Source: an optimization exercise on an open RTL-to-GDS flow (aim: small area and few clock cycles per item). Production flows keep margins and buffers that such runs may drop. Where RTL was checked, it was by simulation tests only, not by an equivalence proof against the original. No activity file was given, so power comes from the tool's default toggle rates.

==> flow/design.v (excerpt) <==
module sobel_top (
    input  logic       clk,
    input  logic       rst_n,
    input  logic       pix_valid,
    output logic       pix_ready,
    input  logic [7:0] pix,
    output logic       edge_valid,
    input  logic       edge_ready,
    output logic       edge_bit,
    output logic       edge_last       
);
Settings: LEC_CHECK=0, CAP_MARGIN=20, CORE_MARGIN=2, CORE_UTILIZATION=40, CTS_BUF_LIST=sky130_fd_sc_hd__clkbuf_8, CTS_CLUSTER_DIAMETER=60, CTS_CLUSTER_SIZE=18, PLACE_DENSITY=0.6, SLEW_MARGIN=20; clock period 8.0 ns.
run.sh (not shown) runs the stock make flow with config.mk's settings and CLKGATE_MAP_FILE= SYNTH_SCRIPT=/design/flow/synth_recipe.tcl, a recipe that flattens the netlist after the stock synthesis.
Testbench counts at the start, summed over its fixed seeds: cycles 24,856, pixels 24,576.
Then changed:
CTS_BUF_LIST = sky130_fd_sc_hd__clkbuf_16   (was sky130_fd_sc_hd__clkbuf_8)
CTS_CLUSTER_SIZE = 30   (was 18)
Core utilization is higher by 0.58 points. Wire length is lower by 0.45%. Area after synthesis stays the same. Clock skew is higher by 0.0045 ns. Worst hold slack stays flat. Non-clock buffer count is lower by 2.
Then changed:
CAP_MARGIN = 0   (was 20)
CTS_BUF_LIST = sky130_fd_sc_hd__clkbuf_8   (was sky130_fd_sc_hd__clkbuf_16)
CTS_CLUSTER_SIZE = 18   (was 30)
SLEW_MARGIN = 0   (was 20)
Outcome: Worst hold slack barely changes. Worst setup slack got worse by 0.018 ns. Utilization falls by 0.58 points. Total power goes down by about 4.3%.

sobel_top, a different RTL version from the one above (not shown whole).
Size: roughly 1100 cells after synthesis, about 0.016 mm2 of cells after synthesis.
clock: 8.0 ns
lec_check: 0
cap_margin: 20
core_margin: 2
core_utilization: 40
cts_buf_list: sky130_fd_sc_hd__clkbuf_8
cts_cluster_diameter: 55
cts_cluster_size: 20
place_density: 0.6
slew_margin: 20
The baseline produced a layout that fails on negative setup slack.
Edit:
CTS_CLUSTER_DIAMETER = 60   (was 55)
CTS_CLUSTER_SIZE = 18   (was 20)
Outcome:
- The new run finished but failed the layout checks on negative setup slack
- combinational power is about the same
- sequential share of layout area climbs by 0.43 points
- worst hold slack is worse by 11 ps
- utilization fell by 0.30 points
- setup slack gains 19 ps
No run of this note included a check of the RTL's function; only the layout flow was run.

sobel_top, a different RTL version from the one above (not shown whole).
Size in the first run: about 580 flip-flops, about 16 I/O pins, roughly 0.016 mm2 of cells after synthesis.
export LEC_CHECK = 0
export CAP_MARGIN = 20
export CORE_MARGIN = 2
export CORE_UTILIZATION = 40
export CTS_BUF_LIST = sky130_fd_sc_hd__clkbuf_8
export CTS_CLUSTER_DIAMETER = 60
export CTS_CLUSTER_SIZE = 18
export PLACE_DENSITY = 0.6
export SLEW_MARGIN = 20
create_clock -name core_clock -period 8.0 [get_ports {clk}]
standard.sh (not shown) runs the stock make flow with config.mk's settings and CLKGATE_MAP_FILE= SYNTH_SCRIPT=/design/flow/synth_recipe.tcl, a recipe that flattens the netlist after the stock synthesis.
==> flow/flow/run.sh <==
#!/bin/bash
# Own layout flow: the standard layout (standard.sh, unchanged synthesis,
# placement, routing and power grid), with the clock tree built from
# clkbuf_8 sink clusters and without CTS dummy loads. The full make output
# goes to standard.log here; ORFS's per-step logs are under orfs/logs.
set -euo pipefail
export CTS_ARGS="-sink_clustering_enable -repair_clock_nets -sink_clustering_size 18 -sink_clustering_max_diameter 60 -buf_list sky130_fd_sc_hd__clkbuf_8 -dont_use_dummy_load"
bash standard.sh > standard.log 2>&1
Testbench counts at the start, summed over its fixed seeds: cycles 24,856, pixels 24,576.
Next try:
ABC_AREA = 1   (was unset)
Result:
- setup slack loses 0.19 ns
- via count rises by a few percent
- design area went up slightly
- wire length went up by a few percent
- die area rises slightly
- maximum frequency goes down by a few percent
- power came out lower by a quarter to a third
- worst hold slack gets worse by 0.0072 ns
Next try:
--- a/flow/flow/run.sh
+++ b/flow/flow/run.sh
@@ -4 +4,2 @@
-# clkbuf_8 sink clusters and without CTS dummy loads. The full make output
+# clkbuf_8 sink clusters and without CTS dummy loads, and port buffers of
+# the smallest buffer cell (buf_1). The full make output
@@ -7,0 +9 @@
+export BUFFER_PORTS_ARGS="-buffer_cell sky130_fd_sc_hd__buf_1"
ABC_AREA = unset   (was 1)
Synthesized cell count came out lower by 9.6%.
Cell count went down by 6.8%.
Sequential cell count does not change.
Core utilization goes down by 0.28 points.
Area after synthesis decreases by 1.2%.
Power went up by 37%.

Another version of the RTL of sobel_top (not shown whole).
Size: about 1,200 cells after synthesis, roughly 580 flip-flops, about 16 I/O pins, about 0.017 sq mm of cells after synthesis.
clock: 8.0 ns
lec_check: 0
cap_margin: 20
core_margin: 2
core_utilization: 40
cts_buf_list: sky130_fd_sc_hd__clkbuf_8
cts_cluster_diameter: 60
cts_cluster_size: 18
place_density: 0.6
slew_margin: 20
==> flow/flow/run.sh <==
#!/bin/bash
# Own layout flow: the standard layout (standard.sh, unchanged synthesis,
# placement, routing and power grid), with the clock tree built from
# clkbuf_8 sink clusters and without CTS dummy loads. The full make output
# goes to standard.log here; ORFS's per-step logs are under orfs/logs.
set -euo pipefail
export CTS_ARGS="-sink_clustering_enable -repair_clock_nets -sink_clustering_size 18 -sink_clustering_max_diameter 60 -buf_list sky130_fd_sc_hd__clkbuf_8 -dont_use_dummy_load"
export BUFFER_PORTS_ARGS="-buffer_cell sky130_fd_sc_hd__buf_1"
bash standard.sh > standard.log 2>&1
The baseline finished clean.
Testbench counts at the start, summed over its fixed seeds: cycles 24,856, pixels 24,576.
==> next run, changes <==
--- a/flow/flow/run.sh
+++ b/flow/flow/run.sh
@@ -6,4 +6,3 @@
 set -euo pipefail
 export CTS_ARGS="-sink_clustering_enable -repair_clock_nets -sink_clustering_size 18 -sink_clustering_max_diameter 60 -buf_list sky130_fd_sc_hd__clkbuf_8 -dont_use_dummy_load"
-export BUFFER_PORTS_ARGS="-buffer_cell sky130_fd_sc_hd__buf_1"
 bash standard.sh > standard.log 2>&1
Outcome:
- The changed run passed the timing, design-rule and antenna checks
- first-iteration DRC count increases by 35%
- global-route usage stays flat
- critical path depth increases by 2
- routed wire length increases by 0.72%
==> next run, changes <==
==> flow/flow/run.sh (replaced) <==
#!/bin/bash
# Own layout flow: the standard layout (standard.sh, unchanged synthesis,
# placement, routing and power grid), with the clock tree built from
# clkbuf_8 sink clusters and without CTS dummy loads. The full make output
# goes to standard.log here; ORFS's per-step logs are under orfs/logs.
set -euo pipefail
export CTS_ARGS="-sink_clustering_enable -repair_clock_nets -sink_clustering_size 20 -sink_clustering_max_diameter 55 -buf_list sky130_fd_sc_hd__clkbuf_8 -dont_use_dummy_load"
bash standard.sh > standard.log 2>&1
Final area hardly moves.
Non-clock buffer count does not change.
Clock power stays flat.
Hold slack got worse by 0.038 ns.
==> next run, changes <==
==> flow/flow/run.sh (replaced) <==
#!/bin/bash
# Own layout flow: the standard layout (standard.sh, unchanged synthesis,
# placement, routing and power grid), with the clock tree built from
# clkbuf_8 sink clusters and without CTS dummy loads. The full make output
# goes to standard.log here; ORFS's per-step logs are under orfs/logs.
set -euo pipefail
export CTS_ARGS="-sink_clustering_enable -repair_clock_nets -sink_clustering_size 22 -sink_clustering_max_diameter 60 -buf_list sky130_fd_sc_hd__clkbuf_8 -dont_use_dummy_load"
bash standard.sh > standard.log 2>&1
Outcome: The changed run completed without violations. Routed wire length fell slightly. Cell area falls slightly. Worst setup slack gets better by 0.090 ns. Clock power decreases by a few percent. Area after synthesis does not change. Via count falls slightly. First-iteration DRC count rises slightly. Worst hold slack gains 0.022 ns.

==> static timing again, ports no longer ideal <==
In the flow no input, the clock included, has a driving cell. The finished layouts below were timed again as built, in two steps.
Step 1 sets driving cells, clkbuf_16 on the clock port and buf_2 on the other inputs (assumed; they add their load-dependent delay and slew).
Step 2 moves the port delays by t, midway between the first and last clock arrival at a register: inputs arrive t later, outputs are due t later. That takes back most of the time a late clock gives input paths.
a / b / c = ideal ports / drivers / drivers and shift; a / b = the first two.
run | shift t [ns] | setup slack, ns | hold slack, ns | clock arrival spread, ns | pins driven straight from the clock port
the first run of note 1 | 0.619 | 0.553 / 0.553 / 0.553 | 0.319 / 0.319 / 0.319 | 0.025 / 0.025 | 1
the second run of note 1 | 0.621 | 0.571 / 0.571 / 0.571 | 0.320 / 0.320 / 0.320 | 0.031 / 0.031 | 1
the third run of note 1 | 0.619 | 0.553 / 0.553 / 0.553 | 0.319 / 0.319 / 0.319 | 0.025 / 0.025 | 1
the first run of note 2 | 0.619 | -0.069 / -0.069 / -0.069 | 0.324 / 0.324 / 0.324 | 0.027 / 0.026 | 1
the second run of note 2 | 0.626 | -0.050 / -0.050 / -0.050 | 0.313 / 0.313 / 0.313 | 0.029 / 0.030 | 1
the first run of note 3 | 0.590 | 0.568 / 0.568 / 0.568 | 0.284 / 0.284 / 0.284 | 0.098 / 0.097 | 1
the second run of note 3 | 0.575 | 0.378 / 0.378 / 0.378 | 0.277 / 0.277 / 0.277 | 0.101 / 0.100 | 1
the third run of note 3 | 0.581 | 0.591 / 0.591 / 0.591 | 0.309 / 0.309 / 0.309 | 0.083 / 0.082 | 1
the first run of note 4 | 0.564 | 0.444 / 0.444 / 0.444 | 0.289 / 0.289 / 0.289 | 0.109 / 0.110 | 1
the second run of note 4 | 0.591 | 0.544 / 0.544 / 0.544 | 0.294 / 0.294 / 0.294 | 0.066 / 0.066 | 1
the third run of note 4 | 0.579 | 0.465 / 0.465 / 0.465 | 0.256 / 0.256 / 0.256 | 0.123 / 0.123 | 1
the fourth run of note 4 | 0.590 | 0.555 / 0.555 / 0.555 | 0.279 / 0.279 / 0.279 | 0.081 / 0.081 | 1
